Source: an optimization exercise on an open RTL-to-GDS flow (aim: small area, a short achievable clock period and few clock cycles per item). Production flows keep margins and buffers that such runs may drop.
In this exercise RTL edits were held to simulation tests only and were not proved equivalent to the original.
Power is estimated from default activity; no workload was simulated.

**flow/design.v**
```verilog
package dm_pkg;
   localparam int unsigned CNT_W = 4;
   typedef logic [CNT_W-1:0] dm_cnt_t;
   typedef enum logic [1:0] {
      IDLE = 2'd0,
      WAIT = 2'd1,
      RESP = 2'd2
   } dm_state_t;
   typedef struct packed {
      logic misaligned;     
      logic out_of_range;   
      logic bad_cmd;        
   } dm_err_t;
   function automatic dm_err_t dm_check(input logic [31:0] addr,
                                        input logic        rd,
                                        input logic        wr,
                                        input int unsigned depth);
      dm_err_t e;
      e.misaligned   = (addr[1:0] != 2'b00);
      e.out_of_range = ({2'b00, addr[31:2]} >= depth);
      e.bad_cmd      = (rd == wr);
      dm_check = e;
   endfunction
endpackage
module dm_array #(
   parameter int unsigned DEPTH = 64,
   parameter int unsigned AW    = 6
) (
   input  logic          clk,
   input  logic          i_we,
   input  logic          i_re,
   input  logic [AW-1:0] i_addr,
   input  logic [31:0]   i_wdata,
   output logic [31:0]   o_rdata
);
   logic [31:0] r_mem [DEPTH];
   logic [31:0] r_rdata;
   always_ff @(posedge clk) begin
      if (i_we) begin
         r_mem[i_addr] <= i_wdata;
      end
      if (i_re) begin
         r_rdata <= r_mem[i_addr];
      end
   end
   assign o_rdata = r_rdata;
endmodule
module dm_responder #(
   parameter int unsigned DEPTH       = 64,
   parameter int unsigned WAIT_CYCLES = 2
) (
   input  logic        clk,
   input  logic        rst_n,
   input  logic        req_valid,
   output logic        req_ready,
   input  logic [31:0] req_addr,
   input  logic [31:0] req_wdata,
   input  logic        req_read,
   input  logic        req_write,
   output logic        rsp_valid,
   input  logic        rsp_ready,
   output logic [31:0] rsp_rdata,
   output logic        rsp_err
);
   localparam int unsigned AW        = (DEPTH > 1) ? $clog2(DEPTH) : 1;
   localparam dm_pkg::dm_cnt_t     WAIT_INIT = dm_pkg::dm_cnt_t'(WAIT_CYCLES);
   dm_pkg::dm_state_t r_state;
   dm_pkg::dm_cnt_t r_cnt;
   logic [31:0] r_addr;
   logic [31:0] r_wdata;
   logic        r_read;
   logic        r_write;
   logic        r_req_ready;
   logic        r_rsp_valid;
   logic        r_rsp_err;
   logic        r_load_ok;
   dm_pkg::dm_err_t w_err;
   logic        w_bad;
   logic        w_access;
   logic        w_we;
   logic        w_re;
   logic [31:0] w_rdata;
   assign w_err    = dm_pkg::dm_check(r_addr, r_read, r_write, DEPTH);
   assign w_bad    = |w_err;
   assign w_access = (r_state == dm_pkg::WAIT) && (r_cnt == '0);
   assign w_we     = w_access && r_write && !w_bad;
   assign w_re     = w_access && r_read  && !w_bad;
   dm_array #(
      .DEPTH (DEPTH),
      .AW    (AW)
   ) u_array (
      .clk     (clk),
      .i_we    (w_we),
      .i_re    (w_re),
      .i_addr  (r_addr[AW+1:2]),
      .i_wdata (r_wdata),
      .o_rdata (w_rdata)
   );
   always_ff @(posedge clk or negedge rst_n) begin
      if (!rst_n) begin
         r_state     <= dm_pkg::IDLE;
         r_cnt       <= '0;
         r_addr      <= '0;
         r_wdata     <= '0;
         r_read      <= 1'b0;
         r_write     <= 1'b0;
         r_req_ready <= 1'b1;
         r_rsp_valid <= 1'b0;
         r_rsp_err   <= 1'b0;
         r_load_ok   <= 1'b0;
      end else begin
         case (r_state)
            dm_pkg::IDLE: begin
               if (req_valid && r_req_ready) begin
                  r_addr      <= req_addr;
                  r_wdata     <= req_wdata;
                  r_read      <= req_read;
                  r_write     <= req_write;
                  r_cnt       <= WAIT_INIT;
                  r_req_ready <= 1'b0;
                  r_state     <= dm_pkg::WAIT;
               end
            end
            dm_pkg::WAIT: begin
               if (r_cnt != '0) begin
                  r_cnt <= r_cnt - 1'b1;
               end else begin
                  r_rsp_valid <= 1'b1;
                  r_rsp_err   <= w_bad;
                  r_load_ok   <= r_read && !w_bad;
                  r_state     <= dm_pkg::RESP;
               end
            end
            dm_pkg::RESP: begin
               if (rsp_ready) begin
                  r_rsp_valid <= 1'b0;
                  r_rsp_err   <= 1'b0;
                  r_load_ok   <= 1'b0;
                  r_req_ready <= 1'b1;
                  r_state     <= dm_pkg::IDLE;
               end
            end
            default: begin
               r_state     <= dm_pkg::IDLE;
               r_req_ready <= 1'b1;
            end
         endcase
      end
   end
   assign req_ready = r_req_ready;
   assign rsp_valid = r_rsp_valid;
   assign rsp_err   = r_rsp_err;
   assign rsp_rdata = r_load_ok ? w_rdata : '0;
endmodule
```
**flow/run.sh**
```bash
#!/bin/bash
# synth_recipe.tcl (not shown) runs the flow's synth.tcl, then flattens the netlist and writes it again
# the make line also repeats each setting of config.mk as NAME=value (left out here)
make -C /OpenROAD-flow-scripts/flow DESIGN_CONFIG=/design/flow/config.mk WORK_HOME=/design/flow/orfs CLKGATE_MAP_FILE= SYNTH_SCRIPT=/design/flow/synth_recipe.tcl finish
```
**flow/config.mk**
```make
export PLATFORM = sky130hd
export DESIGN_NAME = dm_responder
export DESIGN_NICKNAME = dm_responder
export VERILOG_FILES = /design/flow/design.v
export SDC_FILE = /design/flow/constraint.sdc
export NUM_CORES = 4
export LEC_CHECK = 0
export CAP_MARGIN = 20
export CORE_MARGIN = 2
export CORE_UTILIZATION = 40
export PLACE_DENSITY = 0.6
export SLEW_MARGIN = 20
```
**flow/constraint.sdc**
```tcl
create_clock -name core_clock -period 4.5 [get_ports {clk}]
set_input_delay 0.9000 -clock core_clock [delete_from_list [all_inputs] [get_ports {clk}]]
set_output_delay 0.9000 -clock core_clock [all_outputs]
set_load 0.01 [all_outputs]
```
==> impl_metrics.json, run 1 <==
{
  "status": "no timing/DRC/antenna violations",
  "crit_type": "flop to flop",
  "htreeDepth": 4,
  "clkTransAtPathRegs_ps": 60,
  "cts_made_buffers": 215,
  "routedWlPerCell_microns": 30.4,
  "overflow": 0,
  "holdWs_ps": 118,
  "clk_path_buf_depth": 3,
  "start_util_pct": 40.1,
  "routabilityCongestion": 0.847,
  "final_cell_area_sq_mm": 0.0950,
  "boundaryPins": 105,
  "cts_tree": "done",
  "numPortBuffers": 104,
  "yosysWarnings": 2,
  "fin_tns_setup_ps": 0,
  "rows": 166,
  "use_met2_pct": 34.7,
  "final_common_cell": "edfxtp_1",
  "ys_ff_latch": 2156,
  "clock_tree.root_cell": "clkbuf_16",
  "grt_pass1_vias": 46400,
  "worstPathCellList": "buf_4 > nor2b_4 > buf_12 > buf_4 > a22oi_1 > o22ai_1 > nor4_1 > buf_4 > nand3_1 > or3_1",
  "setup_viol": 0,
  "synth_cells": 4836,
  "dr.pass1.iters": 8,
  "cts_resized": 0,
  "drc": 0,
  "critPathLaunchType": "flop",
  "critical_path_required_ps": 5100,
  "p_total_uw": 62600,
  "top_usage_layer": "met2",
  "max_freq_mhz": 236,
  "cp-end-kind": "flop",
  "core_sq_mm": 0.204,
  "antenna_found_initial": 21,
  "synth_area_sq_mm": 0.0820,
  "via_per_inst": 6.10,
  "post-route-period-util_pct": 94.0,
  "postCtsSetupRepairBufs": 0,
  "syn_avg_cell_area_sq_um": 16.9,
  "min_path_type": "primary input to asynchronous set/reset pin",
  "path_max_fanout": 47,
  "die-area_sq_mm": 0.209,
  "slowest_stage": "nor4_1",
  "clock-sinks": 2156,
  "dp_hpwl_microns": 142000,
  "dpl_cell_area_sq_mm": 0.0882,
  "syn2layout_area_growth_pct": 16.0,
  "ys_types": 65,
  "skew_ps": 43.7,
  "crit_path_frequent_cell": "buf_4",
  "mostFrequentLayoutCells": "2080 x edfxtp_1, 469 x a22oi_1, 263 x a221oi_1, 242 x buf_4, 220 x clkbuf_16",
  "synth_ff_type": "edfxtp_1",
  "power.density_mw_per_mm2": 659,
  "die_h_microns": 457,
  "ir_drop_uv": 858,
  "tightest_slew_ps": 1220,
  "drtAntennaViolNets": 0,
  "hold_violations": 0,
  "ys_seq_area_share_pct": 78.5,
  "path_delay_family": "simple AND/OR/NAND/NOR gates",
  "cts_hold_buf": 0,
  "num-nets-final": 5161,
  "path_buf_inv": 4,
  "min_period_ps": 4230,
  "postSynth.asyncResetShare_pct": 3.53,
  "synth-edff-count": 2080,
  "layout-drive-gt1-share_pct": 16.0,
  "die_w_microns": 457,
  "cpPeakStageDelay_ps": 1050,
  "clk_latency_ps": 860,
  "grt_pass1_wl_microns": 344000,
  "use_met3_pct": 4.61,
  "critPathArrivalTime_ps": 4830,
  "report.final.slew_viol_count": 0,
  "grtUsageMet1_pct": 32.8,
  "drt_wl_total_microns": 242000,
  "drv_cap": 0,
  "slew_headroom_pct": 17.6,
  "dr_total_vias": 48600,
  "p_leak_uw": 0.0301,
  "grt_usage_pct": 22.6,
  "detail_route.iter0.violations": 6877,
  "grt_setup_unrepaired": "false",
  "grt_start_max_net_pins": 105
}
worst register-to-register path: cells and delay by family (launching register included):
| family | cells | cell delay (ps) |
|---|---|---|
| DFF | 1 | 670 |
| AOI/OAI and AO/OA | 2 | 320 |
| buffers and inverters | 4 | 1180 |
| and+or+nand+nor | 4 | 1800 |
stage by stage:
step                instances  util, %  setup WS (ps)
finish                   7957     46.5            270
global route             7954     46.5            294
CTS                      7954     46.5            441
detailed placement       7560     43.2            447
global placement         7560     43.2            255
floorplan                4836        -            884
kinds of logic (layout without fill, tap and decap cells):
| family | count (synthesis) | in the layout | synth area share [%] |
|---|---|---|---|
| compound gates | 1384 | 1384 | 11.8 |
| xor+xnor | 3 | 3 | 0.0321 |
| fa+ha+maj | 2 | 2 | 0.0305 |
| buf+inv | 366 | 796 | 2.00 |
| flops | 2156 | 2156 | 78.5 |
| mux | 303 | 303 | 3.98 |
| other cells | 0 | 3 | 0 |
| simple gates | 622 | 622 | 3.62 |
worst paths after layout:
path | start | endpoint | slack (ps) | cells past startpoint
max in group asynchronous | rst_n | r_addr[2]$_DFFE_PN0P_ | 3780 | 1
max reg2reg | r_addr[2]$_DFFE_PN0P_ | u_array.r_rdata[7]$_DFFE_PP_ | 270 | 10
min in group core_clock | r_rsp_valid$_DFFE_PN0P_ | r_rsp_valid$_DFFE_PN0P_ | 500 | 2
max | r_addr[2]$_DFFE_PN0P_ | u_array.r_rdata[7]$_DFFE_PP_ | 270 | 10
min reg2reg | r_rsp_valid$_DFFE_PN0P_ | r_rsp_valid$_DFFE_PN0P_ | 500 | 2
min | rst_n | r_wdata[2]$_DFFE_PN0P_ | 120 | 1
routing by layer:
metal / up-vias / part of all wire (%)
met3: 374 / 10
met5: - / 0.022
met1: 25100 / 41
met4: 8 / 2.4
li1: 20300 / -
met2: 2798 / 46
layout make-up:
cell class / count / area [sq um]
repair buffers: 396 / 3860
inverters: 6 / 27.5
fillers: 17100 / 109000
well taps: 2688 / 3360
multi-input cells: 2314 / 16500
diodes: 3 / 7.51
clock buffers: 268 / 5710
clock inverters: 126 / 1100
flip-flops and latches: 2156 / 64400
synth_stat cells, types with 21 or more instances:
cell type / n / area [sq um]
nor3_1: 69 / 345
o22ai_1: 155 / 970
buf_1: 32 / 120
a211oi_1: 33 / 248
o21ai_0: 163 / 816
a221oi_1: 263 / 2300
nand3_1: 51 / 255
edfxtp_1: 2080 / 62500
nand2_1: 104 / 390
nor2_1: 224 / 841
nor4_1: 21 / 131
a22oi_1: 469 / 3520
a21oi_1: 209 / 1050
and2_1: 40 / 250
buf_2: 121 / 606
nor2b_1: 25 / 156
clkbuf_1: 186 / 698
mux2_2: 115 / 1290
dfrtp_1: 75 / 1880
mux2i_1: 181 / 1810
sequential cells by signal, indices dropped and copies added, names as in the netlist:
| signal | flops |
|---|---|
| r_req_ready | 1 |
| r_wdata | 32 |
| r_state | 2 |
| r_write | 1 |
| r_rsp_valid | 1 |
| r_rsp_err | 1 |
| u_array.r_mem | 2048 |
| u_array.r_rdata | 32 |
| r_read | 1 |
| r_cnt | 4 |
| r_addr | 32 |
| r_load_ok | 1 |
power breakdown:
| group | internal, uW | switching (uW) | leakage [uW] |
|---|---|---|---|
| combinational | 5450 | 13400 | 0.00701 |
| clock | 9820 | 7590 | 0.00332 |
| sequential | 25400 | 978 | 0.0197 |
Testbench counts, summed over its fixed seeds: cycles 16,000, items 3,200.
==> run 2: changes to the inputs <==
==> flow/design.v (replaced) <==
package dm_pkg;
   localparam int unsigned CNT_W = 4;
   typedef logic [CNT_W-1:0] dm_cnt_t;
   typedef enum logic [1:0] {
      IDLE = 2'd0,
      WAIT = 2'd1,
      RESP = 2'd2
   } dm_state_t;
   typedef struct packed {
      logic misaligned;     
      logic out_of_range;   
      logic bad_cmd;        
   } dm_err_t;
   function automatic dm_err_t dm_check(input logic [31:0] addr,
                                        input logic        rd,
                                        input logic        wr,
                                        input int unsigned depth);
      dm_err_t e;
      e.misaligned   = (addr[1:0] != 2'b00);
      e.out_of_range = ({2'b00, addr[31:2]} >= depth);
      e.bad_cmd      = (rd == wr);
      dm_check = e;
   endfunction
endpackage
module dm_array #(
   parameter int unsigned DEPTH = 64,
   parameter int unsigned AW    = 6
) (
   input  logic          clk,
   input  logic          i_we,
   input  logic [AW-1:0] i_waddr,
   input  logic [31:0]   i_wdata,
   input  logic [AW-1:0] i_raddr,
   output logic [31:0]   o_rdata
);
   logic [31:0] r_mem [DEPTH];
   always_ff @(posedge clk) begin
      if (i_we) begin
         r_mem[i_waddr] <= i_wdata;
      end
   end
   assign o_rdata = r_mem[i_raddr];
endmodule
module dm_responder #(
   parameter int unsigned DEPTH = 64
) (
   input  logic        clk,
   input  logic        rst_n,
   input  logic        req_valid,
   output logic        req_ready,
   input  logic [31:0] req_addr,
   input  logic [31:0] req_wdata,
   input  logic        req_read,
   input  logic        req_write,
   output logic        rsp_valid,
   input  logic        rsp_ready,
   output logic [31:0] rsp_rdata,
   output logic        rsp_err
);
   localparam int unsigned AW = (DEPTH > 1) ? $clog2(DEPTH) : 1;
   logic          r_s1_valid;
   logic          r_s1_load;     
   logic          r_s1_store;    
   logic          r_s1_err;
   logic [AW-1:0] r_s1_word;
   logic [31:0]   r_s1_wdata;
   logic          r_rsp_valid;
   logic          r_rsp_err;
   logic [31:0]   r_rsp_rdata;
   dm_pkg::dm_err_t w_err;
   logic          w_bad;
   logic          w_acc;
   logic          w_s2_free;
   logic          w_s1_free;
   logic [31:0]   w_rdata;
   assign w_err     = dm_pkg::dm_check(req_addr, req_read, req_write, DEPTH);
   assign w_bad     = |w_err;
   assign w_s2_free = !r_rsp_valid || rsp_ready;
   assign w_s1_free = !r_s1_valid || w_s2_free;
   assign w_acc     = req_valid && w_s1_free;
   dm_array #(
      .DEPTH (DEPTH),
      .AW    (AW)
   ) u_array (
      .clk     (clk),
      .i_we    (r_s1_store),
      .i_waddr (r_s1_word),
      .i_wdata (r_s1_wdata),
      .i_raddr (r_s1_word),
      .o_rdata (w_rdata)
   );
   always_ff @(posedge clk or negedge rst_n) begin
      if (!rst_n) begin
         r_s1_valid  <= 1'b0;
         r_s1_load   <= 1'b0;
         r_s1_store  <= 1'b0;
         r_rsp_valid <= 1'b0;
      end else begin
         if (w_s1_free) begin
            r_s1_valid <= req_valid;
            r_s1_load  <= req_valid && req_read  && !w_bad;
            r_s1_store <= req_valid && req_write && !w_bad;
         end
         if (w_s2_free) begin
            r_rsp_valid <= r_s1_valid;
         end
      end
   end
   always_ff @(posedge clk) begin
      if (w_acc) begin
         r_s1_err   <= w_bad;
         r_s1_word  <= req_addr[AW+1:2];
         r_s1_wdata <= req_wdata;
      end
      if (w_s2_free) begin
         r_rsp_err   <= r_s1_err;
         r_rsp_rdata <= r_s1_load ? w_rdata : '0;
      end
   end
   assign req_ready = w_s1_free;
   assign rsp_valid = r_rsp_valid;
   assign rsp_err   = r_rsp_err;
   assign rsp_rdata = r_rsp_rdata;
endmodule
==> impl_metrics.json, run 2 <==
{
  "synthDominantCellAreaShare_pct": 80.1,
  "num-nets-final": 4160,
  "use_met2_pct": 34.4,
  "worstRegToRegCells": 8,
  "htreeDepth": 4,
  "routabilityCongestion": 0.860,
  "ys_seq_area_share_pct": 80.3,
  "drv_cap": 0,
  "dp_hpwl_microns": 122000,
  "rr_endpoint": "r_rsp_rdata[13]$_SDFFCE_PN0P_",
  "critPathLaunchType": "flop",
  "tightest_slew_ps": 1080,
  "power.density_mw_per_mm2": 449,
  "synth_ff_type": "edfxtp_1",
  "syn2layout_area_growth_pct": 15.9,
  "postCtsSetupRepairBufs": 0,
  "grt_setup_unrepaired": "false",
  "via_per_inst": 5.95,
  "clkTransAtPathRegs_ps": 60,
  "status": "no timing/DRC/antenna violations",
  "fin_tns_setup_ps": 0,
  "regMostFlops": "u_array.r_mem",
  "post-route-period-util_pct": 77.8,
  "ir_drop_uv": 366,
  "synth_cells": 3821,
  "drc": 0,
  "top_usage_layer": "met2",
  "overflow": 0,
  "rrSetupSlack_ps": 1000,
  "clk_latency_ps": 840,
  "die_h_microns": 450,
  "boundaryPins": 105,
  "setup_viol": 0,
  "cts_made_buffers": 209,
  "num-fill-cells": 16300,
  "die-area_sq_mm": 0.202,
  "ys_types": 52,
  "p_leak_uw": 0.0285,
  "report.final.slew_viol_count": 0,
  "die_w_microns": 450,
  "top_regs": "u_array.r_mem (2048), r_rsp_rdata (32), r_s1_wdata (32)",
  "numPortBuffers": 104,
  "synth_area_sq_mm": 0.0794,
  "hold_violations": 0,
  "slew_headroom_pct": 27.1,
  "start_util_pct": 40.2,
  "cts_hold_buf": 0,
  "grtUsageMet1_pct": 28.3,
  "grt_pass1_wl_microns": 304000,
  "dr_total_vias": 41100,
  "max_freq_mhz": 286,
  "final_common_cell": "edfxtp_1",
  "detail_route.iter0.violations": 5095,
  "worstReg2RegStart": "r_s1_word[0]$_DFFE_PP_",
  "ys_top_cells_by_count": "2120 x edfxtp_1, 358 x a221oi_1, 252 x mux4_2",
  "layout-drive-gt1-share_pct": 19.9,
  "clock_tree.root_cell": "clkbuf_16",
  "clk_path_buf_depth": 3,
  "min_path_type": "primary input to asynchronous set/reset pin",
  "routedWlPerCell_microns": 31.1,
  "largest_register_ffs": 2048,
  "rows": 163,
  "postSynth.asyncResetShare_pct": 0.188,
  "holdWs_ps": 264,
  "drt_wl_total_microns": 215000,
  "drtAntennaViolNets": 0,
  "path_max_fanout": 36,
  "yosys-top-cells-area": "edfxtp_1 80%, mux4_2 7.1%, a221oi_1 3.9%, mux2i_1 1.8%, o22ai_1 0.97%",
  "grt_usage_pct": 20.9,
  "cp-end-kind": "flop",
  "dr.pass1.iters": 6,
  "skew_ps": 39.4,
  "cts_resized": 0,
  "cts_tree": "done",
  "use_met3_pct": 3.82,
  "critical_path_required_ps": 5030,
  "syn_avg_cell_area_sq_um": 20.8,
  "grt_pass1_vias": 40900,
  "synth-edff-count": 2120,
  "ys_ff_latch": 2124,
  "core_sq_mm": 0.197,
  "antenna_found_initial": 5,
  "yosysWarnings": 2,
  "critPathArrivalTime_ps": 4030,
  "mostFrequentLayoutCells": "2120 x edfxtp_1, 358 x a221oi_1, 252 x mux4_2, 209 x clkbuf_16, 170 x buf_4",
  "crit_type": "flop to flop",
  "clock-sinks": 2124,
  "yosysTopAreaCell": "edfxtp_1",
  "min_period_ps": 3500,
  "grt_start_max_net_pins": 111,
  "post-synth-top-count-cell": "edfxtp_1"
}
## run 2: area by class of cell
cell class / instances / area (sq um) / area share (%)
antenna: 2 / 5.00 / 0.00544
clock buffer: 263 / 5430 / 5.90
clock inverter: 124 / 1340 / 1.46
inverter: 5 / 26.3 / 0.0285
multi-input combinational: 1426 / 14900 / 16.2
sequential: 2124 / 63800 / 69.2
tap: 2640 / 3300 / 3.59
timing repair buffer: 324 / 3310 / 3.59
## run 2: worst max path at each step
stage	start	end	slack, ps	cells past startpoint
2_1_floorplan	rsp_ready	r_s1_store$_DFFE_PN0N_	940	6
3_3_place_gp	r_s1_word[0]$_DFFE_PP_	r_rsp_rdata[19]$_SDFFCE_PN0P_	1020	9
3_5_place_dp	r_s1_word[0]$_DFFE_PP_	r_rsp_rdata[19]$_SDFFCE_PN0P_	970	9
4_1_cts	r_s1_word[0]$_DFFE_PP_	r_rsp_rdata[19]$_SDFFCE_PN0P_	960	9
5_1_grt	r_s1_word[1]$_DFFE_PP_	r_rsp_rdata[15]$_SDFFCE_PN0P_	900	8
6_report	r_s1_word[0]$_DFFE_PP_	r_rsp_rdata[13]$_SDFFCE_PN0P_	1000	8
## run 2: power by group
group          internal, uW  switching (uW)  total, uW
combinational           719            1390       2100
sequential            21800            52.9      21900
clock                  9930            7430      17400
total                 32500            8870      41400
## run 2: per-stage QoR
stage | std cells | power, uW | utilization, % | cell area, sq um | setup WS (ps)
floorplan | 3821 | 23500 | - | 79400 | 937
global placement | 6516 | 24400 | 43.2 | 85300 | 1020
detailed placement | 6517 | 24400 | 43.2 | 85300 | 970
CTS | 6904 | 41600 | 46.6 | 92000 | 962
global route | 6907 | 42500 | 46.6 | 92100 | 899
finish | 6908 | 41400 | 46.6 | 92100 | 999
## run 2: routing by layer
metal / vias to the layer above / part of all wire [%]
met5: - / 0.013
met4: 4 / 2.8
met3: 358 / 7.7
met2: 1859 / 49
met1: 21900 / 40
li1: 17000 / -
## run 2: worst max-delay path: stages, from the launching register on
cell      delay, ps
edfxtp_1        460
buf_12          220
buf_12          320
buf_4           290
mux4_2          520
mux2i_1         300
o22ai_1         310
nor2_1          510
a41oi_1         210
## run 2: cells by family after synthesis
logic type	count (synthesis)	synth area share (%)
buf+inv	271	1.65
flops	2124	80.3
mux	401	9.03
simple gates	256	1.39
xor+xnor	1	0.0110
compound gates	768	7.64
Testbench counts of run 2, summed over its fixed seeds: cycles 3,216, items 3,200.
==> run 3: changes to the inputs <==
--- a/flow/design.v
+++ b/flow/design.v
@@ -58,66 +58,43 @@
    output logic        rsp_err
 );
    localparam int unsigned AW = (DEPTH > 1) ? $clog2(DEPTH) : 1;
-   logic          r_s1_valid;
-   logic          r_s1_load;     
-   logic          r_s1_store;    
-   logic          r_s1_err;
-   logic [AW-1:0] r_s1_word;
-   logic [31:0]   r_s1_wdata;
    logic          r_rsp_valid;
    logic          r_rsp_err;
    logic [31:0]   r_rsp_rdata;
    dm_pkg::dm_err_t w_err;
    logic          w_bad;
+   logic          w_free;
    logic          w_acc;
-   logic          w_s2_free;
-   logic          w_s1_free;
    logic [31:0]   w_rdata;
-   assign w_err     = dm_pkg::dm_check(req_addr, req_read, req_write, DEPTH);
-   assign w_bad     = |w_err;
-   assign w_s2_free = !r_rsp_valid || rsp_ready;
-   assign w_s1_free = !r_s1_valid || w_s2_free;
-   assign w_acc     = req_valid && w_s1_free;
+   assign w_err  = dm_pkg::dm_check(req_addr, req_read, req_write, DEPTH);
+   assign w_bad  = |w_err;
+   assign w_free = !r_rsp_valid || rsp_ready;
+   assign w_acc  = req_valid && w_free;
    dm_array #(
       .DEPTH (DEPTH),
       .AW    (AW)
    ) u_array (
       .clk     (clk),
-      .i_we    (r_s1_store),
-      .i_waddr (r_s1_word),
-      .i_wdata (r_s1_wdata),
-      .i_raddr (r_s1_word),
+      .i_we    (w_acc && req_write && !w_bad),
+      .i_waddr (req_addr[AW+1:2]),
+      .i_wdata (req_wdata),
+      .i_raddr (req_addr[AW+1:2]),
       .o_rdata (w_rdata)
    );
    always_ff @(posedge clk or negedge rst_n) begin
       if (!rst_n) begin
-         r_s1_valid  <= 1'b0;
-         r_s1_load   <= 1'b0;
-         r_s1_store  <= 1'b0;
          r_rsp_valid <= 1'b0;
-      end else begin
-         if (w_s1_free) begin
-            r_s1_valid <= req_valid;
-            r_s1_load  <= req_valid && req_read  && !w_bad;
-            r_s1_store <= req_valid && req_write && !w_bad;
-         end
-         if (w_s2_free) begin
-            r_rsp_valid <= r_s1_valid;
-         end
+      end else if (w_free) begin
+         r_rsp_valid <= req_valid;
       end
    end
    always_ff @(posedge clk) begin
-      if (w_acc) begin
-         r_s1_err   <= w_bad;
-         r_s1_word  <= req_addr[AW+1:2];
-         r_s1_wdata <= req_wdata;
-      end
-      if (w_s2_free) begin
-         r_rsp_err   <= r_s1_err;
-         r_rsp_rdata <= r_s1_load ? w_rdata : '0;
+      if (w_free) begin
+         r_rsp_err   <= w_bad;
+         r_rsp_rdata <= (req_read && !w_bad) ? w_rdata : '0;
       end
    end
-   assign req_ready = w_s1_free;
+   assign req_ready = w_free;
    assign rsp_valid = r_rsp_valid;
    assign rsp_err   = r_rsp_err;
    assign rsp_rdata = r_rsp_rdata;
--- a/flow/config.mk
+++ b/flow/config.mk
@@ -7,6 +7,7 @@
 export LEC_CHECK = 0
 export CAP_MARGIN = 20
 export CORE_MARGIN = 2
-export CORE_UTILIZATION = 40
-export PLACE_DENSITY = 0.6
+export CORE_UTILIZATION = 60
+export PLACE_DENSITY = 0.7
+export SETUP_SLACK_MARGIN = 1.8
 export SLEW_MARGIN = 20
==> impl_metrics.json, run 3 <==
{
  "ir_drop_uv": 413,
  "num-nets-final": 4840,
  "syn2layout_area_growth_pct": 15.4,
  "grt_usage_pct": 34.0,
  "synthSimpleGateAreaFrac_pct": 2.82,
  "numPortBuffers": 104,
  "clock_tree.root_cell": "clkbuf_16",
  "synth-edff-count": 2081,
  "ys_top_cells_by_count": "2081 x edfxtp_1, 327 x a221oi_1, 272 x a22oi_1",
  "power_frac_comb_pct": 5.8,
  "grt_pass1_vias": 44800,
  "via_per_inst": 7.17,
  "synth_area_sq_mm": 0.0794,
  "max_freq_mhz": 349,
  "switching_share_pct": 22.0,
  "multi_input_area_sq_mm": 0.0160,
  "status": "no timing/DRC/antenna violations",
  "ys_seq_area_share_pct": 78.7,
  "setup_viol": 0,
  "rows": 133,
  "critPathLaunchType": "primary input",
  "syn_avg_cell_area_sq_um": 17.8,
  "yosys-top-cells-area": "edfxtp_1 79%, a221oi_1 3.6%, a22oi_1 2.6%, mux2i_1 1.9%, mux2_2 1.4%",
  "register_area_sq_mm": 0.0625,
  "clkTransAtPathRegs_ps": 60,
  "holdWs_ps": 204,
  "drt_wl_total_microns": 234000,
  "hold_violations": 0,
  "min_path_type": "primary input to asynchronous set/reset pin",
  "dp_hpwl_microns": 138000,
  "place_inst": 6279,
  "core_sq_mm": 0.131,
  "clk_latency_ps": 850,
  "top_regs": "u_array.r_mem (2048), r_rsp_rdata (32)",
  "fin_tns_setup_ps": 0,
  "die_h_microns": 368,
  "cts_tree": "done",
  "dr.pass1.iters": 7,
  "synth_ff_type": "edfxtp_1",
  "skew_ps": 30.9,
  "p_sw_uw": 8780,
  "grt_pass1_wl_microns": 329000,
  "synthAdderAreaFrac_pct": 0,
  "worstRegToRegCells": 5,
  "grt_setup_unrepaired": "true",
  "ys_types": 71,
  "regMostFlops": "u_array.r_mem",
  "die_w_microns": 368,
  "yosys.area_share.xor_xnor_pct": 0.0110,
  "synth-compound-area-share_pct": 11.8,
  "synth_top_family_by_area": "compound AO/OA/AOI/OAI gates",
  "stdcell_count": 6689,
  "p_leak_uw": 0.0291,
  "grt_start_max_net_pins": 88,
  "postSynth.asyncResetShare_pct": 0.0480,
  "synth_mux_area_share_pct": 4.36,
  "die-area_sq_mm": 0.135,
  "pwr-share-clk_pct": 40.6,
  "synth_cells": 4472,
  "detail_route.iter0.violations": 9096,
  "power.density_mw_per_mm2": 435,
  "routabilityCongestion": 0.896,
  "yosysTopAreaCell": "edfxtp_1",
  "boundaryPins": 105,
  "drtAntennaViolNets": 0,
  "mostFrequentLayoutCells": "2081 x edfxtp_1, 322 x a221oi_1, 269 x a22oi_1, 234 x buf_4, 203 x clkbuf_16",
  "htreeDepth": 4,
  "cp-end-kind": "flop",
  "critPathArrivalTime_ps": 3400,
  "drc": 0,
  "largest_register_ffs": 2048,
  "overflow": 0,
  "final_common_cell": "edfxtp_1",
  "critical_path_required_ps": 5030,
  "dr_total_vias": 47900,
  "layout-drive-gt1-share_pct": 18.6,
  "start_util_pct": 60.4,
  "routedWlPerCell_microns": 35.0,
  "clk_path_buf_depth": 3,
  "antenna_found_initial": 18,
  "ys_ff_latch": 2082,
  "synthDominantCellAreaShare_pct": 78.7,
  "num-fill-cells": 8198,
  "cts_made_buffers": 198,
  "path_max_fanout": 42,
  "seq_power_share_pct": 53.6,
  "clock-sinks": 2082,
  "internal-power_uw": 31100,
  "cts_hold_buf": 0,
  "report.final.slew_viol_count": 0,
  "min_period_ps": 2860,
  "post-synth-top-count-cell": "edfxtp_1",
  "crit_type": "primary input to flop",
  "yosysWarnings": 2,
  "slew_headroom_pct": 23.2,
  "drv_cap": 0,
  "post-route-period-util_pct": 63.6,
  "tightest_slew_ps": 1150
}
==> run 3: changes by cell type after synthesis, sizes merged, moves of 82 or more <==
cell / previous run / this run
mux4: 252 / 37
a21oi: 1 / 182
a22oi: 102 / 272
mux2: 7 / 101
buf: 152 / 238
nand2: 40 / 122
==> run 3: what timing repair did <==
action | CTS | global route
pin swaps | 13 | 14
endpoints found under the setup margin | 2107 | 190
resized for setup | 112 | 54
buffers inserted | 25 | 8
cloned | 9 | 4
==> run 3: area by class of cell <==
| type | instances | area share [%] |
|---|---|---|
| Sequential cell | 2082 | 68.2 |
| Inverter | 5 | 0.0314 |
| Clock buffer | 251 | 5.67 |
| Timing Repair Buffer | 438 | 5.14 |
| Clock inverter | 109 | 1.14 |
| Tap cell | 1755 | 2.40 |
| Multi-Input combinational cell | 2045 | 17.4 |
| Antenna cell | 4 | 0.0109 |
==> run 3: power groups by stage <==
stage / combinational (uW) / clock (uW) / sequential, uW
after global routing: 2370 / 17000 / 21400
after CTS: 2200 / 16300 / 21400
after detailed placement: 2140 / 0 / 21800
final: 2300 / 16200 / 21400
after floorplan: 1030 / 0 / 21800
after global placement: 2110 / 0 / 21800
==> run 3: kinds of logic after synthesis <==
| logic type | Yosys count |
|---|---|
| DFF | 2082 |
| AOI/OAI and AO/OA | 1267 |
| and+or+nand+nor | 489 |
| buffers and inverters | 346 |
| muxes | 287 |
| xor gates and xnor gates | 1 |
==> run 3: path summary, 6_finish.rpt <==
kind,from,endpoint,slack [ps]
worst max-delay path,req_addr[6],r_rsp_rdata[3]$_SDFFCE_PN0N_,1640
min in group core_clock,req_wdata[27],u_array.r_mem[50][27]$_DFFE_PP_,510
worst max register to register,u_array.r_mem[38][10]$_DFFE_PP_,r_rsp_rdata[10]$_SDFFCE_PN0N_,1970
worst min register to register,u_array.r_mem[42][27]$_DFFE_PP_,r_rsp_rdata[27]$_SDFFCE_PN0N_,780
worst min-delay path,rst_n,r_rsp_valid$_DFFE_PN0N_,200
max in group asynchronous,rst_n,r_rsp_valid$_DFFE_PN0N_,4200
==> run 3: routing by layer <==
layer / wire [microns] / global-route usage (%) / part of all wire (%)
met4: 8520 / 11.0 / 3.6
met3: 32000 / 8.87 / 14
met2: 106000 / 51.0 / 45
met1: 87300 / 49.3 / 37
met5: 156 / 0 / 0.067
==> run 3: per-stage QoR <==
step	instance area, sq um	util [%]	setup WS, ps	power, uW
after CTS	91300	69.4	1750	39800
after floorplan	80000	-	1500	22800
after global placement	84200	64.1	420	23900
after detailed placement	84200	64.1	448	23900
after global routing	91700	69.7	1710	40700
final	91700	69.7	1640	39900
==> run 3: critical path: stages <==
cell,delay [ps]
dlygate4sd2_1,430
buf_4,250
nand3b_1,270
buf_12,320
o22ai_1,190
o21ai_0,510
o211a_1,290
a31oi_1,160
Testbench counts of run 3, summed over its fixed seeds: cycles 3,208, items 3,200.
==> run 4: changes to the inputs <==
--- a/flow/config.mk
+++ b/flow/config.mk
@@ -8,6 +8,9 @@
 export CAP_MARGIN = 20
 export CORE_MARGIN = 2
 export CORE_UTILIZATION = 60
+export CTS_BUF_LIST = sky130_fd_sc_hd__clkbuf_16
+export CTS_CLUSTER_DIAMETER = 60
+export CTS_CLUSTER_SIZE = 40
 export PLACE_DENSITY = 0.7
-export SETUP_SLACK_MARGIN = 1.8
+export SETUP_SLACK_MARGIN = 2.0
 export SLEW_MARGIN = 20
==> impl_metrics.json, run 4 <==
{
  "hold_violations": 0,
  "routedWlPerCell_microns": 38.9,
  "grt_usage_pct": 36.5,
  "clk_path_buf_depth": 3,
  "clk_latency_ps": 810,
  "min_period_ps": 2780,
  "grt_pass1_wl_microns": 347000,
  "synth_ff_type": "edfxtp_1",
  "die-area_sq_mm": 0.135,
  "top_regs": "u_array.r_mem (2048), r_rsp_rdata (32)",
  "skew_ps": 27.9,
  "post-synth-top-count-cell": "edfxtp_1",
  "grt_pass1_vias": 45400,
  "antenna_found_initial": 10,
  "via_per_inst": 7.46,
  "yosys-top-cells-area": "edfxtp_1 79%, a221oi_1 3.6%, a22oi_1 2.6%, mux2i_1 1.9%, mux2_2 1.4%",
  "start_util_pct": 60.4,
  "layout-drive-gt1-share_pct": 23.3,
  "p_leak_uw": 0.0298,
  "fin_tns_setup_ps": 0,
  "syn2layout_area_growth_pct": 18.7,
  "dr.pass1.iters": 14,
  "grt_setup_unrepaired": "true",
  "multi_input_area_sq_mm": 0.0168,
  "ir_drop_uv": 409,
  "clock-sinks": 2082,
  "core_sq_mm": 0.131,
  "boundaryPins": 105,
  "drt_wl_total_microns": 261000,
  "critPathArrivalTime_ps": 3280,
  "post-route-period-util_pct": 61.9,
  "mostFrequentLayoutCells": "2081 x edfxtp_1, 279 x a221oi_1, 260 x a22oi_1, 214 x buf_4, 174 x clkbuf_16",
  "numPortBuffers": 104,
  "ys_top_cells_by_count": "2081 x edfxtp_1, 327 x a221oi_1, 272 x a22oi_1",
  "cts_tree": "done",
  "report.final.slew_viol_count": 0,
  "dp_hpwl_microns": 142000,
  "regMostFlops": "u_array.r_mem",
  "ys_types": 71,
  "routabilityCongestion": 0.961,
  "crit_type": "primary input to flop",
  "ys_seq_area_share_pct": 78.7,
  "synth_cells": 4472,
  "clkTransAtPathRegs_ps": 70,
  "register_area_sq_mm": 0.0625,
  "path_max_fanout": 15,
  "clock_tree.root_cell": "clkbuf_16",
  "final_common_cell": "edfxtp_1",
  "largest_register_ffs": 2048,
  "rows": 133,
  "num-fill-cells": 7698,
  "postSynth.asyncResetShare_pct": 0.0480,
  "power.density_mw_per_mm2": 399,
  "synth_area_sq_mm": 0.0794,
  "yosysWarnings": 2,
  "synth-edff-count": 2081,
  "setup_ws_ps": 1720,
  "syn_avg_cell_area_sq_um": 17.8,
  "drtAntennaViolNets": 0,
  "htreeDepth": 4,
  "synthDominantCellAreaShare_pct": 78.7,
  "tightest_slew_ps": 1170,
  "die_w_microns": 368,
  "dp_slack_ps": 330,
  "num-nets-final": 4923,
  "critical_path_required_ps": 5000,
  "slew_headroom_pct": 21.7,
  "ys_ff_latch": 2082,
  "dr_total_vias": 50200,
  "status": "no timing/DRC/antenna violations",
  "cts_made_buffers": 134,
  "min_path_type": "primary input to asynchronous set/reset pin",
  "overflow": 0,
  "drv_cap": 0,
  "grt_start_max_net_pins": 92,
  "setup_viol": 0,
  "die_h_microns": 368,
  "rrSetupSlack_ps": 1900,
  "detail_route.iter0.violations": 10600,
  "drc": 0,
  "yosysTopAreaCell": "edfxtp_1",
  "critPathLaunchType": "primary input",
  "cp-end-kind": "flop",
  "max_freq_mhz": 359
}
run 4: cell counts after synthesis:
Identical to the previous run, type by type.
run 4: cells by family (layout without fill, tap and decap cells):
| kind of cell | count (synthesis) | in the layout | synth area share [%] |
|---|---|---|---|
| mux | 287 | 287 | 4.36 |
| xor+xnor | 1 | 1 | 0.0110 |
| other cells | 0 | 8 | 0 |
| compound gates | 1267 | 1267 | 11.8 |
| buf+inv | 346 | 825 | 2.31 |
| simple gates | 489 | 495 | 2.82 |
| flops | 2082 | 2082 | 78.7 |
run 4: area by class of cell:
type,instances,area share (%)
inverters,5,0.0531
well taps,1755,2.33
multi-input cells,2050,17.9
clock buffers,141,3.74
clock inverters,99,1.27
flip-flops and latches,2082,66.3
diodes,8,0.0212
repair buffers,580,8.43
run 4: stage by stage:
stage	hold WS [ps]	instance area, sq um	utilization [%]	power [uW]	instances
after floorplan	604	80400	-	22800	4472
after global placement	707	84500	64.2	23900	6276
after detailed placement	726	84500	64.2	24000	6276
after CTS	191	92300	70.2	37400	6634
after global routing	222	94300	71.7	38200	6713
final	230	94300	71.7	37600	6720
run 4: metal layers:
metal / global-route usage (%) / vias to the layer above / wire (microns)
li1: - / 19500 / -
met1: 50.6 / 25100 / 89400
met2: 54.7 / 4650 / 116000
met3: 8.08 / 887 / 37200
met4: 19.6 / 6 / 18400
met5: 0 / - / 42
run 4: final timing paths:
check                                           startpoint                               to  depth (start not counted)
max reg2reg                        r_rsp_valid$_DFFE_PN0N_  u_array.r_mem[13][20]$_DFFE_PP_                         11
max                                            req_addr[7]     r_rsp_rdata[5]$_SDFFCE_PN0N_                          9
min reg2reg                u_array.r_mem[42][25]$_DFFE_PP_    r_rsp_rdata[25]$_SDFFCE_PN0N_                          4
max in group asynchronous                            rst_n          r_rsp_valid$_DFFE_PN0N_                          1
min                                                  rst_n          r_rsp_valid$_DFFE_PN0N_                          1
min in group core_clock                      req_wdata[17]   u_array.r_mem[3][17]$_DFFE_PP_                          1
run 4: report_power, final:
| part | switching (uW) | internal [uW] |
|---|---|---|
| clock network | 6860 | 6790 |
| logic | 1790 | 809 |
| registers | 27.5 | 21300 |
run 4: critical path, stage by stage:
cell and delay [ps]:
clkdlybuf4s15_2 250, buf_12 190, buf_4 260, nand3_4 310, buf_4 290, nor3_1 90, buf_4 170, a2111oi_2 520
a31oi_2 260
run 4: timing repair:
action / 4_1_cts / 5_1_grt
cloned: 44 / 41
setup buffers: 74 / 37
setup endpoints to repair: 2114 / 1380
gates resized for setup: 449 / 139
pin swaps: 48 / 34
hold buffers: 0 / 0
==> run 5: changes to the inputs <==
--- a/flow/design.v
+++ b/flow/design.v
@@ -22,6 +22,25 @@
       dm_check = e;
    endfunction
 endpackage
+module dm_aoi3 (
+   input  logic [2:0] i_d,
+   input  logic [2:0] i_sel,
+   output logic       o_n
+);
+   assign o_n = !(|(i_d & i_sel));
+endmodule
+module dm_nand4 (
+   input  logic [3:0] i_a,
+   output logic       o_y
+);
+   assign o_y = !(&i_a);
+endmodule
+module dm_nor3 (
+   input  logic [2:0] i_a,
+   output logic       o_y
+);
+   assign o_y = !(|i_a);
+endmodule
 module dm_array #(
    parameter int unsigned DEPTH = 64,
    parameter int unsigned AW    = 6
@@ -33,13 +52,44 @@
    input  logic [AW-1:0] i_raddr,
    output logic [31:0]   o_rdata
 );
-   logic [31:0] r_mem [DEPTH];
+   localparam int unsigned NG = 22;    
+   logic [31:0]     r_mem [DEPTH];
+   logic [3*NG-1:0] w_rsel;
    always_ff @(posedge clk) begin
       if (i_we) begin
          r_mem[i_waddr] <= i_wdata;
       end
    end
-   assign o_rdata = r_mem[i_raddr];
+   always_comb begin
+      for (int i = 0; i < 3*NG; i++) w_rsel[i] = (i < DEPTH) && (i_raddr == AW'(i));
+   end
+   for (genvar b = 0; b < 32; b++) begin : g_bit
+      logic [NG-1:0] w_grp_n;    
+      logic [5:0]    w_or;       
+      logic [1:0]    w_or_n;     
+      for (genvar g = 0; g < NG; g++) begin : g_grp
+         logic [2:0] w_d;
+         for (genvar k = 0; k < 3; k++) begin : g_k
+            if (3*g + k < DEPTH) begin : g_word
+               assign w_d[k] = r_mem[3*g+k][b];
+            end else begin : g_pad
+               assign w_d[k] = 1'b0;
+            end
+         end
+         dm_aoi3 u_aoi (
+            .i_d   (w_d),
+            .i_sel (w_rsel[3*g +: 3]),
+            .o_n   (w_grp_n[g])
+         );
+      end
+      for (genvar q = 0; q < 5; q++) begin : g_nand
+         dm_nand4 u_nand (.i_a (w_grp_n[4*q +: 4]), .o_y (w_or[q]));
+      end
+      assign w_or[5] = !(w_grp_n[20] && w_grp_n[21]);
+      dm_nor3 u_nor0 (.i_a (w_or[2:0]), .o_y (w_or_n[0]));
+      dm_nor3 u_nor1 (.i_a (w_or[5:3]), .o_y (w_or_n[1]));
+      assign o_rdata[b] = !(w_or_n[0] && w_or_n[1]);
+   end
 endmodule
 module dm_responder #(
    parameter int unsigned DEPTH = 64
--- a/flow/config.mk
+++ b/flow/config.mk
@@ -14,3 +14,5 @@
 export PLACE_DENSITY = 0.7
 export SETUP_SLACK_MARGIN = 2.0
 export SLEW_MARGIN = 20
+export SYNTH_HIERARCHICAL = 1
+export SYNTH_MINIMUM_KEEP_SIZE = 0
==> impl_metrics.json, run 5 <==
{
  "worstPathCellList": "buf_12 > buf_12 > buf_6 > nand4b_1 > buf_4 > nor2_4 > bufbuf_16 > a222oi_1 > nand4_1 > nor3_4 > nand2_1 > nand2_1 > nor3_2",
  "dp_slack_ps": -59.1,
  "critical_path_required_ps": 4970,
  "critPathLaunchType": "primary input",
  "report.final.slew_viol_count": 0,
  "synth_mux_area_share_pct": 0,
  "hold_violations": 0,
  "cts_made_buffers": 119,
  "stdcell_count": 6014,
  "rrSetupSlack_ps": 1910,
  "detail_route.iter0.violations": 13600,
  "cts_tree": "done",
  "dp_hpwl_microns": 122000,
  "syn_avg_cell_area_sq_um": 21.7,
  "tightest_slew_ps": 1220,
  "path_max_fanout": 7,
  "crit_type": "primary input to flop",
  "drtAntennaViolNets": 0,
  "syn2layout_area_growth_pct": 24.2,
  "yosys-top-cells-area": "edfxtp_1 86%, a222oi_1 9.6%, nand4_1 1.4%, nor3_2 1.3%, nor2_1 0.63%",
  "synthDominantCellAreaShare_pct": 85.6,
  "regMostFlops": "u_array.r_mem",
  "path_delay_family": "simple AND/OR/NAND/NOR gates",
  "clkTransAtPathRegs_ps": 100,
  "grt_setup_unrepaired": "true",
  "synth-compound-area-share_pct": 9.65,
  "clock-sinks": 2082,
  "synth_area_sq_mm": 0.0730,
  "slew_headroom_pct": 18.4,
  "mostFrequentLayoutCells": "2081 x edfxtp_1, 704 x a222oi_1, 265 x buf_4, 174 x clkbuf_16, 173 x buf_12",
  "dr_total_vias": 46500,
  "htreeDepth": 3,
  "postSynth.asyncResetShare_pct": 0.0480,
  "min_period_ps": 3120,
  "final_common_cell": "edfxtp_1",
  "grt_usage_pct": 36.3,
  "critPathArrivalTime_ps": 3590,
  "synthAdderAreaFrac_pct": 0,
  "cp-end-kind": "flop",
  "clk_path_buf_depth": 3,
  "overflow": 0,
  "cpPeakStageDelay_ps": 560,
  "drc": 0,
  "fin_tns_setup_ps": 0,
  "grt_pass1_vias": 41300,
  "post-route-period-util_pct": 69.3,
  "p_leak_uw": 0.0290,
  "layout-drive-gt1-share_pct": 26.2,
  "boundaryPins": 105,
  "synth-edff-count": 2081,
  "num-nets-final": 4348,
  "synthSimpleGateAreaFrac_pct": 4.51,
  "post-synth-top-count-cell": "edfxtp_1",
  "die_h_microns": 353,
  "rows": 128,
  "power.density_mw_per_mm2": 396,
  "core_sq_mm": 0.121,
  "ys_top_cells_by_count": "2081 x edfxtp_1, 704 x a222oi_1, 164 x nand4_1",
  "largest_register_ffs": 2048,
  "synth_cells": 3360,
  "grt_start_max_net_pins": 56,
  "setup_ws_ps": 1380,
  "ir_drop_uv": 556,
  "dpl_cell_area_sq_mm": 0.0805,
  "clk_latency_ps": 790,
  "top_regs": "u_array.r_mem (2048), r_rsp_rdata (32)",
  "antenna_found_initial": 7,
  "status": "no timing/DRC/antenna violations",
  "max_freq_mhz": 321,
  "yosys.area_share.xor_xnor_pct": 0.0120,
  "drv_cap": 0,
  "final_cell_area_sq_mm": 0.0907,
  "ys_seq_area_share_pct": 85.6,
  "die_w_microns": 353,
  "cts_hold_buf": 0,
  "skew_ps": 48.2,
  "place_inst": 5459,
  "ys_types": 29,
  "yosysWarnings": 8,
  "dr.pass1.iters": 15,
  "synth_top_family_by_area": "compound AO/OA/AOI/OAI gates",
  "die-area_sq_mm": 0.125,
  "slowest_stage": "nor3_4",
  "clock_tree.root_cell": "clkbuf_16",
  "synth_ff_type": "edfxtp_1",
  "ys_ff_latch": 2082,
  "numPortBuffers": 104,
  "drt_wl_total_microns": 252000,
  "yosysTopAreaCell": "edfxtp_1",
  "via_per_inst": 7.74,
  "path_buf_inv": 5,
  "setup_viol": 0,
  "grt_pass1_wl_microns": 316000,
  "routabilityCongestion": 0.888,
  "start_util_pct": 60.2,
  "min_path_type": "primary input to asynchronous set/reset pin",
  "routedWlPerCell_microns": 41.9,
  "finalCoreUtilization_pct": 74.8
}
==> run 5: worst paths after layout <==
kind / cells after the start / to / from
max in group asynchronous: 1 / r_rsp_valid$_DFFE_PN0N_ / rst_n
min in group core_clock: 2 / r_rsp_valid$_DFFE_PN0N_ / req_valid
worst max register to register: 10 / u_array.r_mem[0][6]$_DFFE_PP_ / r_rsp_valid$_DFFE_PN0N_
worst min register to register: 6 / r_rsp_rdata[31]$_SDFFCE_PN0N_ / u_array.r_mem[61][31]$_DFFE_PP_
worst min-delay path: 1 / r_rsp_valid$_DFFE_PN0N_ / rst_n
worst max-delay path: 13 / r_rsp_rdata[12]$_SDFFCE_PN0N_ / req_addr[4]
==> run 5: layer usage <==
metal	GRT usage (%)	vias to the layer above	routed length (microns)
met5	0	-	39
met4	14.8	6	14900
met3	11.7	812	47200
met2	52.8	5088	109000
met1	51.6	23100	80300
li1	-	17500	-
==> run 5: cell families after synthesis <==
family,count (synthesis)
other,1
buffers and inverters,33
XOR/XNOR,1
flip-flops,2082
AND/OR/NAND/NOR,539
AO/OA/AOI/OAI,704
==> run 5: per-stage QoR <==
step / power, uW / hold slack, ps
2_1_floorplan: 22100 / 604
3_3_place_gp: 23000 / 799
3_5_place_dp: 23000 / 823
4_1_cts: 35700 / 243
5_1_grt: 36600 / 259
6_report: 35900 / 262
==> run 5: what timing repair did <==
action                                 4_1_cts  5_1_grt
pin swaps                                  121      112
endpoints found under the hold margin        0        0
setup endpoints to repair                 2115      982
setup buffers                              123       86
gates cloned                                42       72
resized for setup                          333       98
==> run 5: modules after synthesis, one instance, submodules excluded, a selection <==
| module | flip-flops and latches | cells inside | times used |
|---|---|---|---|
| dm_nor3 | 0 | 1 | 64 |
| dm_responder | 34 | 123 | 1 |
| dm_nand4 | 0 | 1 | 160 |
| dm_aoi3 | 0 | 1 | 704 |
==> run 5: worst register-to-register path, stage by stage (launching register included) <==
cell       delay [ps]
dfrtp_1           420
nand2b_4          140
nand3_4           120
nor3_4            200
buf_6             160
or4b_4            510
buf_12            160
buf_12            130
nor2_4            100
buf_12            150
clkbuf_16         200
==> run 5: power by group <==
part	internal (uW)	total (uW)	switching, uW
Clock	5740	13100	7350
Combinational	430	1510	1080
Sequential	21300	21300	23.4
Total	27500	35900	8460
==> run 5: layout make-up <==
cell class | count | area, sq um
fill | 6401 | 30500
clock buffer | 120 | 3000
tap | 1625 | 2030
clock inverter | 108 | 1570
antenna | 4 | 10.0
sequential | 2082 | 62500
multi-input combinational | 1391 | 12400
timing repair buffer | 684 | 9160
Testbench counts of run 5, summed over its fixed seeds: cycles 3,208, items 3,200.
==> run 6: changes to the inputs <==
==> flow/design.v (replaced) <==
package dm_pkg;
   localparam int unsigned CNT_W = 4;
   typedef logic [CNT_W-1:0] dm_cnt_t;
   typedef enum logic [1:0] {
      IDLE = 2'd0,
      WAIT = 2'd1,
      RESP = 2'd2
   } dm_state_t;
   typedef struct packed {
      logic misaligned;     
      logic out_of_range;   
      logic bad_cmd;        
   } dm_err_t;
   function automatic dm_err_t dm_check(input logic [31:0] addr,
                                        input logic        rd,
                                        input logic        wr,
                                        input int unsigned depth);
      dm_err_t e;
      e.misaligned   = (addr[1:0] != 2'b00);
      e.out_of_range = ({2'b00, addr[31:2]} >= depth);
      e.bad_cmd      = (rd == wr);
      dm_check = e;
   endfunction
endpackage
module dm_array (
   input  logic        clk,
   input  logic [7:0]  i_wrow,
   input  logic [7:0]  i_rrow,
   input  logic [7:0]  i_col,
   input  logic [31:0] i_wdata,
   output logic [31:0] o_rdata
);
   logic [31:0] r_mem [64];
   logic [31:0] w_row_data [8];
   always_ff @(posedge clk) begin
      for (int w = 0; w < 64; w++) begin
         if (i_wrow[w/8] && i_col[w%8]) r_mem[w] <= i_wdata;
      end
   end
   always_comb begin
      o_rdata = '0;
      for (int r = 0; r < 8; r++) begin
         w_row_data[r] = '0;
         for (int c = 0; c < 8; c++) w_row_data[r] = w_row_data[r] | (r_mem[8*r+c] & {32{i_col[c]}});
         o_rdata = o_rdata | (w_row_data[r] & {32{i_rrow[r]}});
      end
   end
endmodule
module dm_responder #(
   parameter int unsigned DEPTH = 64
) (
   input  logic        clk,
   input  logic        rst_n,
   input  logic        req_valid,
   output logic        req_ready,
   input  logic [31:0] req_addr,
   input  logic [31:0] req_wdata,
   input  logic        req_read,
   input  logic        req_write,
   output logic        rsp_valid,
   input  logic        rsp_ready,
   output logic [31:0] rsp_rdata,
   output logic        rsp_err
);
   logic        r_s1_valid;
   logic [7:0]  r_s1_wrow;      
   logic [7:0]  r_s1_rrow;      
   logic [7:0]  r_s1_col;       
   logic        r_s1_err;
   logic [31:0] r_s1_wdata;
   logic        r_rsp_valid;
   logic        r_rsp_err;
   logic [31:0] r_rsp_rdata;
   dm_pkg::dm_err_t w_err;
   logic        w_bad;
   logic        w_s2_free;
   logic        w_s1_free;
   logic [7:0]  w_row;
   logic [7:0]  w_col;
   logic [31:0] w_rdata;
   assign w_err     = dm_pkg::dm_check(req_addr, req_read, req_write, DEPTH);
   assign w_bad     = |w_err;
   assign w_s2_free = !r_rsp_valid || rsp_ready;
   assign w_s1_free = !r_s1_valid || w_s2_free;
   always_comb begin
      for (int i = 0; i < 8; i++) begin
         w_row[i] = (req_addr[7:5] == 3'(i));
         w_col[i] = (req_addr[4:2] == 3'(i));
      end
   end
   dm_array u_array (
      .clk     (clk),
      .i_wrow  (r_s1_wrow),
      .i_rrow  (r_s1_rrow),
      .i_col   (r_s1_col),
      .i_wdata (r_s1_wdata),
      .o_rdata (w_rdata)
   );
   always_ff @(posedge clk or negedge rst_n) begin
      if (!rst_n) begin
         r_s1_valid  <= 1'b0;
         r_s1_wrow   <= '0;
         r_rsp_valid <= 1'b0;
      end else begin
         if (w_s1_free) begin
            r_s1_valid <= req_valid;
            r_s1_wrow  <= (req_valid && req_write && !w_bad) ? w_row : '0;
         end
         if (w_s2_free) begin
            r_rsp_valid <= r_s1_valid;
         end
      end
   end
   always_ff @(posedge clk) begin
      if (w_s1_free) begin
         r_s1_rrow  <= (req_read && !w_bad) ? w_row : '0;
         r_s1_col   <= w_col;
         r_s1_err   <= w_bad;
         r_s1_wdata <= req_wdata;
      end
      if (w_s2_free) begin
         r_rsp_err   <= r_s1_err;
         r_rsp_rdata <= w_rdata;
      end
   end
   assign req_ready = w_s1_free;
   assign rsp_valid = r_rsp_valid;
   assign rsp_err   = r_rsp_err;
   assign rsp_rdata = r_rsp_rdata;
endmodule
--- a/flow/config.mk
+++ b/flow/config.mk
@@ -14,5 +14,3 @@
 export PLACE_DENSITY = 0.7
 export SETUP_SLACK_MARGIN = 2.0
 export SLEW_MARGIN = 20
-export SYNTH_HIERARCHICAL = 1
-export SYNTH_MINIMUM_KEEP_SIZE = 0
==> impl_metrics.json, run 6 <==
{
  "routedWlPerCell_microns": 36.3,
  "synth_mux_area_share_pct": 0,
  "wl_met2_microns": 98200,
  "post-synth-top-count-cell": "edfxtp_1",
  "yosysWarnings": 4,
  "antenna_found_initial": 14,
  "clock_tree.root_cell": "clkbuf_16",
  "critPathArrivalTime_ps": 1700,
  "postSynth.asyncResetShare_pct": 0.467,
  "p_total_uw": 38600,
  "regMostFlops": "u_array.r_mem",
  "hold_violations": 0,
  "skew_ps": 38.3,
  "slew_headroom_pct": 17.6,
  "die_w_microns": 361,
  "cpPeakStageDelay_ps": 710,
  "dp_slack_ps": 1210,
  "dp_hpwl_microns": 112000,
  "critical_path_required_ps": 3600,
  "die_h_microns": 361,
  "drtAntennaViolNets": 0,
  "via_per_inst": 7.29,
  "dr_total_vias": 43100,
  "cp-end-kind": "output port",
  "ys_top_cells_by_count": "2130 x edfxtp_1, 1152 x a22oi_1, 290 x nand4_1",
  "synthDominantCellAreaShare_pct": 83.7,
  "syn_avg_cell_area_sq_um": 19.3,
  "detail_route.iter0.violations": 7236,
  "numPortBuffers": 104,
  "yosysTopAreaCell": "edfxtp_1",
  "mostFrequentLayoutCells": "2130 x edfxtp_1, 1091 x a22oi_1, 290 x nand4_1, 145 x clkbuf_16, 139 x buf_4",
  "final_common_cell": "edfxtp_1",
  "yosys.area_share.xor_xnor_pct": 0.0115,
  "crit_cells": 1,
  "ys_ff_latch": 2140,
  "clkTransAtPathRegs_ps": 100,
  "layout-drive-gt1-share_pct": 13.2,
  "stdcell_count": 5904,
  "path_delay_family": "flip-flops",
  "setup_ws_ps": 1900,
  "grt_start_max_net_pins": 83,
  "largest_register_ffs": 2048,
  "ir_drop_uv": 428,
  "rows": 130,
  "drc": 0,
  "synth_ff_type": "edfxtp_1",
  "synth-edff-count": 2130,
  "synth-compound-area-share_pct": 11.4,
  "num-fill-cells": 7814,
  "boundaryPins": 105,
  "drt_wl_total_microns": 214000,
  "synth_cells": 3958,
  "drv_cap": 0,
  "report.final.slew_viol_count": 0,
  "num-nets-final": 4217,
  "grt_pass1_vias": 41000,
  "grt_setup_unrepaired": "true",
  "post-route-period-util_pct": 57.9,
  "syn2layout_area_growth_pct": 12.4,
  "yosys-top-cells-area": "edfxtp_1 84%, a22oi_1 11%, nand4_1 2.4%, clkbuf_1 1.2%, and2_1 0.52%",
  "clk_latency_ps": 780,
  "die-area_sq_mm": 0.130,
  "worstRegToRegCells": 6,
  "cts_made_buffers": 132,
  "grt_usage_pct": 32.3,
  "met1_length_microns": 79600,
  "min_period_ps": 2600,
  "worstPathCellList": "buf_2",
  "cts_tree": "done",
  "grt_pass1_wl_microns": 297000,
  "register_area_sq_mm": 0.0642,
  "finalCoreUtilization_pct": 68.1,
  "wl_met3_microns": 29900,
  "min_path_type": "primary input to asynchronous set/reset pin",
  "place_inst": 5604,
  "clk_path_buf_depth": 3,
  "clock-sinks": 2140,
  "synth_top_family_by_area": "compound AO/OA/AOI/OAI gates",
  "setup_viol": 0,
  "power.density_mw_per_mm2": 449,
  "max_freq_mhz": 384,
  "routabilityCongestion": 0.817,
  "top_regs": "u_array.r_mem (2048), r_rsp_rdata (32), r_s1_wdata (32)",
  "dr.pass1.iters": 6,
  "ys_seq_area_share_pct": 84.0,
  "synthAdderAreaFrac_pct": 0,
  "synth_area_sq_mm": 0.0764,
  "path_max_fanout": 2,
  "overflow": 0,
  "path_buf_inv": 1,
  "multi_input_area_sq_mm": 0.0116,
  "tightest_slew_ps": 1240,
  "fin_tns_setup_ps": 0,
  "core_sq_mm": 0.126,
  "ys_types": 28,
  "status": "no timing/DRC/antenna violations",
  "htreeDepth": 4,
  "critPathLaunchType": "flop",
  "crit_type": "flop to output port",
  "routed.top_layer": "met5",
  "start_util_pct": 60.6,
  "p_leak_uw": 0.0263,
  "synthSimpleGateAreaFrac_pct": 3.25,
  "slowest_stage": "edfxtp_1"
}
==> run 6: cell type report <==
cell class / instances / share of cell area, %
multi-input combinational: 1557 / 13.5
clock buffer: 137 / 3.99
clock inverter: 100 / 1.25
inverter: 3 / 0.0175
antenna: 4 / 0.0117
sequential: 2140 / 74.8
timing repair buffer: 313 / 4.00
tap: 1650 / 2.40
==> run 6: cells by family after synthesis <==
| family | after synthesis |
|---|---|
| flops | 2140 |
| simple gates | 396 |
| compound gates | 1160 |
| xor+xnor | 1 |
| buf+inv | 261 |
==> run 6: report_power, final <==
group          switching [uW]  internal [uW]
clock network            6790           6390
logic                    2200            916
registers                 130          22200
==> run 6: worst paths after layout <==
check                                          start                        end  slack (ps)
setup / recovery           r_rsp_rdata[13]$_DFFE_PP_              rsp_rdata[13]        1900
hold / removal                                 rst_n   r_s1_wrow[5]$_DFFE_PN0P_         410
setup reg to reg               r_s1_col[5]$_DFFE_PP_  r_rsp_rdata[13]$_DFFE_PP_        1900
hold reg to reg                   r_s1_err$_DFFE_PP_        r_rsp_err$_DFFE_PP_         480
max in group asynchronous                      rst_n   r_s1_wrow[0]$_DFFE_PN0P_        3780
min in group core_clock           r_s1_err$_DFFE_PP_        r_rsp_err$_DFFE_PP_         480
==> run 6: routing by layer <==
metal	global-route usage [%]	vias to the layer above
met5	0	-
met4	10.6	18
met3	7.62	374
met2	48.6	3341
met1	47.3	22000
li1	-	17300
==> run 6: repair_timing <==
action / in CTS / in global routing
pin swaps: 3 / 18
hold buffers: 0 / 0
gates resized for setup: 123 / 54
cloned: 4 / 8
buffers inserted: 31 / 10
setup endpoints to repair: 1471 / 135
==> run 6: through the flow <==
step	area, sq um	hold WS (ps)
after floorplan	76400	400
after global placement	80000	450
after detailed placement	80100	436
after CTS	85300	403
after global routing	85900	433
final	85900	411
Testbench counts of run 6, summed over its fixed seeds: cycles 3,216, items 3,200.
==> run 7: changes to the inputs <==
--- a/flow/config.mk
+++ b/flow/config.mk
@@ -13,4 +13,4 @@
 export CTS_CLUSTER_SIZE = 40
 export PLACE_DENSITY = 0.7
 export SETUP_SLACK_MARGIN = 2.0
-export SLEW_MARGIN = 20
+export SLEW_MARGIN = 40
==> impl_metrics.json, run 7 <==
{
  "status": "no timing/DRC/antenna violations",
  "crit_type": "flop to output port",
  "drt_wl_total_microns": 215000,
  "mostFrequentLayoutCells": "2130 x edfxtp_1, 1096 x a22oi_1, 290 x nand4_1, 147 x buf_4, 139 x clkbuf_16",
  "drtAntennaViolNets": 0,
  "tightest_slew_ps": 885,
  "ys_ff_latch": 2140,
  "grt_pass1_vias": 40900,
  "final_cell_area_sq_mm": 0.0858,
  "cts_tree": "done",
  "ys_top_cells_by_count": "2130 x edfxtp_1, 1152 x a22oi_1, 290 x nand4_1",
  "via_per_inst": 7.29,
  "dpl_cell_area_sq_mm": 0.0804,
  "clk_path_buf_depth": 3,
  "synth_area_sq_mm": 0.0764,
  "htreeDepth": 4,
  "syn_avg_cell_area_sq_um": 19.3,
  "cts_hold_buf": 0,
  "largest_register_ffs": 2048,
  "core_sq_mm": 0.126,
  "clkTransAtPathRegs_ps": 100,
  "critPathArrivalTime_ps": 1710,
  "post-route-period-util_pct": 58.0,
  "grt_pass1_wl_microns": 299000,
  "path_delay_family": "flip-flops",
  "worstPathCellList": "buf_2",
  "synth_cells": 3958,
  "min_period_ps": 2610,
  "cpPeakStageDelay_ps": 700,
  "regMostFlops": "u_array.r_mem",
  "start_util_pct": 60.6,
  "min_path_type": "primary input to asynchronous set/reset pin",
  "top_regs": "u_array.r_mem (2048), r_rsp_rdata (32), r_s1_wdata (32)",
  "numPortBuffers": 104,
  "grt_start_max_net_pins": 83,
  "ys_seq_area_share_pct": 84.0,
  "skew_ps": 33.7,
  "critPathLaunchType": "flop",
  "finalCoreUtilization_pct": 68.0,
  "clk_latency_ps": 780,
  "report.final.slew_viol_count": 0,
  "syn2layout_area_growth_pct": 12.3,
  "rrSetupSlack_ps": 1920,
  "detail_route.iter0.violations": 7363,
  "drc": 0,
  "grt_setup_unrepaired": "true",
  "synth_ff_type": "edfxtp_1",
  "p_leak_uw": 0.0263,
  "postSynth.asyncResetShare_pct": 0.467,
  "dr_total_vias": 43000,
  "setup_viol": 0,
  "cp-end-kind": "output port",
  "max_freq_mhz": 383,
  "layout-drive-gt1-share_pct": 13.3,
  "post-synth-top-count-cell": "edfxtp_1",
  "yosys-top-cells-area": "edfxtp_1 84%, a22oi_1 11%, nand4_1 2.4%, clkbuf_1 1.2%, and2_1 0.52%",
  "die_w_microns": 361,
  "p_total_uw": 38700,
  "path_buf_inv": 1,
  "slowest_stage": "edfxtp_1",
  "routedWlPerCell_microns": 36.3,
  "num-nets-final": 4220,
  "die_h_microns": 361,
  "ir_drop_uv": 441,
  "ys_types": 28,
  "critical_path_required_ps": 3600,
  "routabilityCongestion": 0.817,
  "dp_hpwl_microns": 112000,
  "final_common_cell": "edfxtp_1",
  "power.density_mw_per_mm2": 451,
  "antenna_found_initial": 14,
  "overflow": 0,
  "clock_tree.root_cell": "clkbuf_16",
  "synth-edff-count": 2130,
  "hold_violations": 0,
  "clock-sinks": 2140,
  "cts_made_buffers": 131,
  "synthDominantCellAreaShare_pct": 83.7,
  "dr.pass1.iters": 8,
  "yosysTopAreaCell": "edfxtp_1",
  "drv_cap": 0,
  "boundaryPins": 105,
  "fin_tns_setup_ps": 0,
  "num-fill-cells": 7862,
  "rows": 130,
  "yosysWarnings": 4,
  "path_max_fanout": 1,
  "grt_usage_pct": 32.6,
  "die-area_sq_mm": 0.130,
  "slew_headroom_pct": 41.0
}
[run 7: cell counts after synthesis]
No cell type changed its count.
[run 7: power breakdown]
part           internal [uW]  switching, uW
Combinational            904           2210
Clock                   6500           6810
Sequential             22200            117
Total                  29600           9130
[run 7: kinds of logic (layout without fill, tap and decap cells)]
family          Yosys count  after routing  share of synthesized area [%]
flops                  2140           2140                           84.0
other cells               0              2                              0
xor+xnor                  1              1                         0.0115
simple gates            396            396                           3.25
buf+inv                 261            557                           1.28
compound gates         1160           1160                           11.4
[run 7: path summary, 6_finish.rpt]
check / startpoint / endpoint / depth (start not counted)
setup reg to reg: r_s1_col[7]$_DFFE_PP_ / r_rsp_rdata[13]$_DFFE_PP_ / 6
setup / recovery: r_rsp_rdata[13]$_DFFE_PP_ / rsp_rdata[13] / 1
hold reg to reg: r_s1_err$_DFFE_PP_ / r_rsp_err$_DFFE_PP_ / 0
min in group core_clock: r_s1_err$_DFFE_PP_ / r_rsp_err$_DFFE_PP_ / 0
hold / removal: rst_n / r_s1_wrow[1]$_DFFE_PN0P_ / 1
max in group asynchronous: rst_n / r_s1_valid$_DFFE_PN0P_ / 1
[run 7: area by class of cell]
cell class / instances / area [sq um] / share of cell area [%]
sequential: 2140 / 64200 / 74.9
tap: 1650 / 2060 / 2.41
timing repair buffer: 317 / 3280 / 3.82
antenna: 2 / 5.00 / 0.00584
inverter: 3 / 15.0 / 0.0175
clock inverter: 100 / 1130 / 1.32
multi-input combinational: 1557 / 11600 / 13.6
clock buffer: 137 / 3430 / 4.00
[run 7: per-stage QoR]
| step | std cells | worst slack, ps | hold slack [ps] |
|---|---|---|---|
| 6_report | 5906 | 1890 | 417 |
| 5_1_grt | 5904 | 1870 | 451 |
| 4_1_cts | 5893 | 1880 | 418 |
| 3_5_place_dp | 5627 | 1280 | 474 |
| 3_3_place_gp | 5600 | 1260 | 450 |
| 2_1_floorplan | 3958 | 1450 | 400 |
[run 7: timing repair]
action                                 4_1_cts  5_1_grt
endpoints found under the hold margin        0        0
gates cloned                                 6        2
resized for setup                          122       32
setup endpoints to repair                  418       54
setup buffers                               23        7
pin swaps                                    6       15
[run 7: layer usage]
metal  global-route usage (%)  vias to the layer above  part of all wire (%)
met5                        0                        -                 0.065
met3                     8.59                      400                    14
met2                     48.7                     3297                    45
met1                     47.6                    22000                    38
met4                     10.6                       20                   3.2
li1                         -                    17300                     -

Re-timed with assumed drivers on the ports (clkbuf_16 on the clock, buf_2 on other inputs), run 7 has 1.813 ns of setup slack against 1.892 ns with ideal ports, and 1.677 ns once port delays also move by the mid clock arrival of 0.845 ns.
